From an optimization exercise on the open Yosys and OpenROAD flow, aimed at small area, a short achievable clock period and few clock cycles per item; shortcuts taken in it are not production practice. Function was checked by simulation only, so behaviour that the tests miss may differ from the original. No activity file was given, so power comes from the tool's default toggle rates.

## conv_requant_packer
module conv_requant_packer #(
  parameter int DATA_WIDTH = 8,
  parameter int ACC_WIDTH  = 32,
  parameter int BUS_WIDTH  = 128,
  parameter int ADDR_WIDTH = 18
) (
  input  logic                  clk,
  input  logic                  rst,
  input  logic                  start,
  input  logic [ADDR_WIDTH-1:0] cfg_base_addr,
  input  logic [15:0]           cfg_scale,
  input  logic [4:0]            cfg_shift,
  input  logic [1:0]            cfg_act_mode,
  input  logic [DATA_WIDTH-1:0] cfg_clip_max,
  output logic                  busy,
  output logic                  done,
  input  logic                  in_valid,
  output logic                  in_ready,
  input  logic [ACC_WIDTH-1:0]  in_acc,
  input  logic [ACC_WIDTH-1:0]  in_bias,
  input  logic                  in_last,
  output logic                  out_valid,
  input  logic                  out_ready,
  output logic [ADDR_WIDTH-1:0] out_addr,
  output logic [BUS_WIDTH-1:0]  out_data,
  output logic                  out_last,
  output logic [15:0]           sat_count
);
Size in the first run: ~3000 cells after synthesis, roughly 410 flip-flops, ~290 I/O pins, roughly 28000 µm² of cells after synthesis.
==> flow/config.mk <==
export PLATFORM = sky130hd
export DESIGN_NAME = conv_requant_packer
export DESIGN_NICKNAME = conv_requant_packer
export VERILOG_FILES = /design/flow/design.v
export SDC_FILE = /design/flow/constraint.sdc
export NUM_CORES = 4
export LEC_CHECK = 0
export ABC_AREA = 1
export CAP_MARGIN = 20
export CORE_MARGIN = 2
export CORE_UTILIZATION = 40
export SETUP_SLACK_MARGIN = 4.1
export SLEW_MARGIN = 20
export SYNTH_HIERARCHICAL = 1
export SYNTH_MINIMUM_KEEP_SIZE = 0
==> flow/constraint.sdc <==
create_clock -name core_clock -period 7.5 [get_ports {clk}]
set_input_delay 1.5000 -clock core_clock [delete_from_list [all_inputs] [get_ports {clk}]]
set_output_delay 1.5000 -clock core_clock [all_outputs]
set_load 0.01 [all_outputs]
standard.sh (not shown) runs the stock make flow with config.mk's settings and CLKGATE_MAP_FILE= SYNTH_SCRIPT=/design/flow/synth_recipe.tcl, a recipe that flattens the netlist after the stock synthesis.
==> flow/flow/run.sh <==
#!/bin/bash
set -euo pipefail
export BUFFER_PORTS_ARGS="-buffer_cell sky130_fd_sc_hd__buf_1"
bash standard.sh "BUFFER_PORTS_ARGS=$BUFFER_PORTS_ARGS" finish > flow_make.log 2>&1
The first run completed with no timing, DRC or antenna violations.
Testbench counts at the start, summed over its fixed seeds: cycles 9,535, items 9,247.
Edit:
- CORE_UTILIZATION: 40 -> 60
- CTS_CLUSTER_SIZE: unset -> 30
After rerunning: The changed run went through all stages and came out clean. Die area came out lower by 33%. Synthesized cell count is unchanged. Final cell count went down by 6.7%. Global-route usage came out higher by 14 points. Routed wire length went up by 16%. Hold slack barely changes.

run A:
Another version of the RTL of conv_requant_packer (not shown whole).
For scale: about 3000 cells after synthesis, ~290 I/O pins, roughly 29000 µm² of cells after synthesis.
clock: 7.5 ns
lec_check: 0
abc_area: 1
cap_margin: 20
core_margin: 2
core_utilization: 40
setup_slack_margin: 3.6
slew_margin: 20
synth_hierarchical: 1
synth_minimum_keep_size: 0
Scripts as last shown in full above: flow/flow/run.sh
Testbench counts of run A, summed over its fixed seeds: cycles 9,487, items 9,247.
Setup changes, run A to run B
# run A
export LEC_CHECK = 0
export ABC_AREA = 1
export CAP_MARGIN = 20
export CORE_MARGIN = 2
export CORE_UTILIZATION = 40
export SETUP_SLACK_MARGIN = 3.6
export SLEW_MARGIN = 20
export SYNTH_HIERARCHICAL = 1
export SYNTH_MINIMUM_KEEP_SIZE = 0
create_clock -name core_clock -period 7.5 [get_ports {clk}]
# run B
export LEC_CHECK = 0
export ABC_AREA = 1
export CAP_MARGIN = 20
export CORE_MARGIN = 2
export CORE_UTILIZATION = 40
export PLACE_DENSITY = 0.75
export SETUP_SLACK_MARGIN = 3.8
export SLEW_MARGIN = 20
export SYNTH_HIERARCHICAL = 1
export SYNTH_MINIMUM_KEEP_SIZE = 0
create_clock -name core_clock -period 7.5 [get_ports {clk}]
==> comparison <==
Run B: no failed stages, no open violations at the end
Run B against run A: source-to-sink clock delay at the later pin of the worst-skew pair decreased 20 ps, non-clock buffer count increased 38.
Lower power per unit of standard cell area goes to run A over run B.
Sequential fraction of the synthesis area delta (run B -> run A): insignificant
Run B — met3 demand-to-capacity share in global routing 0.15 points lower, run A as reference
Total routed wirelength: run B vs run A down 2.5%
Input-level comparison between run C and run B:
# run B
export LEC_CHECK = 0
export ABC_AREA = 1
export CAP_MARGIN = 20
export CORE_MARGIN = 2
export CORE_UTILIZATION = 40
export PLACE_DENSITY = 0.75
export SETUP_SLACK_MARGIN = 3.8
export SLEW_MARGIN = 20
export SYNTH_HIERARCHICAL = 1
export SYNTH_MINIMUM_KEEP_SIZE = 0
create_clock -name core_clock -period 7.5 [get_ports {clk}]
# run C
export LEC_CHECK = 0
export ABC_AREA = 1
export CAP_MARGIN = 20
export CORE_MARGIN = 2
export CORE_UTILIZATION = 40
export SETUP_SLACK_MARGIN = 3.8
export SLEW_MARGIN = 20
export SYNTH_HIERARCHICAL = 1
export SYNTH_MINIMUM_KEEP_SIZE = 0
create_clock -name core_clock -period 7.5 [get_ports {clk}]
==> flow/run.sh (new file) <==
#!/bin/bash
# synth_recipe.tcl (not shown) runs the flow's synth.tcl, then flattens the netlist and writes it again
# the make line also repeats each setting of config.mk as NAME=value (left out here)
make -C /OpenROAD-flow-scripts/flow DESIGN_CONFIG=/design/flow/config.mk WORK_HOME=/design/flow/orfs CLKGATE_MAP_FILE= SYNTH_SCRIPT=/design/flow/synth_recipe.tcl finish
removed: flow/flow/run.sh
removed: flow/standard.sh
Findings:
Run C against run B: overall power consumption went up 0.52%, wire length after detailed routing went up 9.3 mm, critical path depth went up 1, setup slack held.
[inputs] run D vs run C
# run C
export LEC_CHECK = 0
export ABC_AREA = 1
export CAP_MARGIN = 20
export CORE_MARGIN = 2
export CORE_UTILIZATION = 40
export SETUP_SLACK_MARGIN = 3.8
export SLEW_MARGIN = 20
export SYNTH_HIERARCHICAL = 1
export SYNTH_MINIMUM_KEEP_SIZE = 0
create_clock -name core_clock -period 7.5 [get_ports {clk}]
# run D
export LEC_CHECK = 0
export ABC_AREA = 1
export CAP_MARGIN = 20
export CORE_MARGIN = 2
export CORE_UTILIZATION = 40
export SETUP_SLACK_MARGIN = 3.95
export SLEW_MARGIN = 20
export SYNTH_HIERARCHICAL = 1
export SYNTH_MINIMUM_KEEP_SIZE = 0
create_clock -name core_clock -period 7.5 [get_ports {clk}]
==> flow/flow/run.sh (new file) <==
#!/bin/bash
set -euo pipefail
export BUFFER_PORTS_ARGS="-buffer_cell sky130_fd_sc_hd__buf_1"
bash standard.sh "BUFFER_PORTS_ARGS=$BUFFER_PORTS_ARGS" finish > flow_make.log 2>&1
==> flow/standard.sh (new file) <==
#!/bin/bash
# synth_recipe.tcl (not shown) runs the flow's synth.tcl, then flattens the netlist and writes it again
# the make line also repeats each setting of config.mk as NAME=value (left out here)
make -C /OpenROAD-flow-scripts/flow DESIGN_CONFIG=/design/flow/config.mk WORK_HOME=/design/flow/orfs CLKGATE_MAP_FILE= SYNTH_SCRIPT=/design/flow/synth_recipe.tcl "${@:-finish}"
removed: flow/run.sh
## What came out
On worst setup slack: between run D and run C, it ends up higher for run D. Run D gives more critical path depth than run C did. Higher design area among run D and run C: run C. Run D reports a lower count of vias placed by the detailed router than run C does. Run C has higher post-route minimum period than run D. Global-route wire length before repair delta for run D relative to run C: 4.9% lower. cfg_two_q[0]$_DFFE_PP_ as the worst setup path startpoint was reported by run D, and cfg_one_q[3]$_DFFE_PP_ by run C.
--- input diff run D..run E ---
# run D
export LEC_CHECK = 0
export ABC_AREA = 1
export CAP_MARGIN = 20
export CORE_MARGIN = 2
export CORE_UTILIZATION = 40
export SETUP_SLACK_MARGIN = 3.95
export SLEW_MARGIN = 20
export SYNTH_HIERARCHICAL = 1
export SYNTH_MINIMUM_KEEP_SIZE = 0
create_clock -name core_clock -period 7.5 [get_ports {clk}]
# run E
export LEC_CHECK = 0
export ABC_AREA = 1
export CAP_MARGIN = 20
export CORE_MARGIN = 2
export CORE_UTILIZATION = 40
export SETUP_SLACK_MARGIN = 3.8
export SLEW_MARGIN = 20
export SYNTH_HIERARCHICAL = 1
export SYNTH_MINIMUM_KEEP_SIZE = 0
create_clock -name core_clock -period 7.5 [get_ports {clk}]
- Final cell count, run E vs run D: down slightly
- Run D -> run E: flop and latch count out of synthesis delta 0, exact match
- Run E vs run D — number of clock buffers in the layout rose 2.
- Relative to run D, placer's final routability congestion estimate has gone up in run E.
- Summary: cell area, run E better than run D
- Taking run D as the reference point, the wire length on met2 of run E falls by 2.6%.
- The run showing the smaller combinational fraction of design power is run E.
- From run D to run E the numbers moved as follows: fraction of power consumed by the clock network saw an increase; global-route usage saw a decrease; maximum frequency from static timing analysis saw a decrease; fraction of area in multi-input gates saw an increase.

## static timing again, ports no longer ideal
The results above use ideal ports. As a check the final layouts listed here were re-extracted and re-timed, cells and wires unchanged. Step 1 sets driving cells, clkbuf_16 on the clock port and buf_2 on the other inputs (assumed; they add their load-dependent delay and slew). Step 2 adds t to the input delays and takes it off the output delays; t is the mean of the earliest and latest rising clock arrival at the registers after step 1. Input paths then give back, and output paths get back, about the clock's delay inside the block. Slacks: ideal / step 1 / step 2; pairs: ideal / step 1.
| run | t, ns | setup WS [ns] | hold slack, ns | pins driven straight from the clock port |
|---|---|---|---|---|
| the first run of note 1 | 0.648 | 3.838 / 3.838 / 3.712 | 0.326 / 0.326 / 0.326 | 1 |
| the second run of note 1 | 0.670 | 3.529 / 3.529 / 3.529 | 0.327 / 0.327 / 0.327 | 1 |
| run A | 0.632 | 3.636 / 3.636 / 3.398 | 0.419 / 0.419 / 0.419 | 1 |
| run B | 0.631 | 3.822 / 3.822 / 3.471 | 0.426 / 0.426 / 0.426 | 1 |
| run C | 0.631 | 3.820 / 3.807 / 3.355 | 0.438 / 0.438 / 0.438 | 1 |
| run D | 0.628 | 3.870 / 3.870 / 3.562 | 0.419 / 0.419 / 0.419 | 1 |
| run E | 0.632 | 3.838 / 3.838 / 3.490 | 0.420 / 0.420 / 0.420 | 1 |
After both steps setup and hold are still met in every run listed. For run C, which loses most, drivers alone change the setup slack by -0.013 ns; drivers and shift together by -0.465 ns.
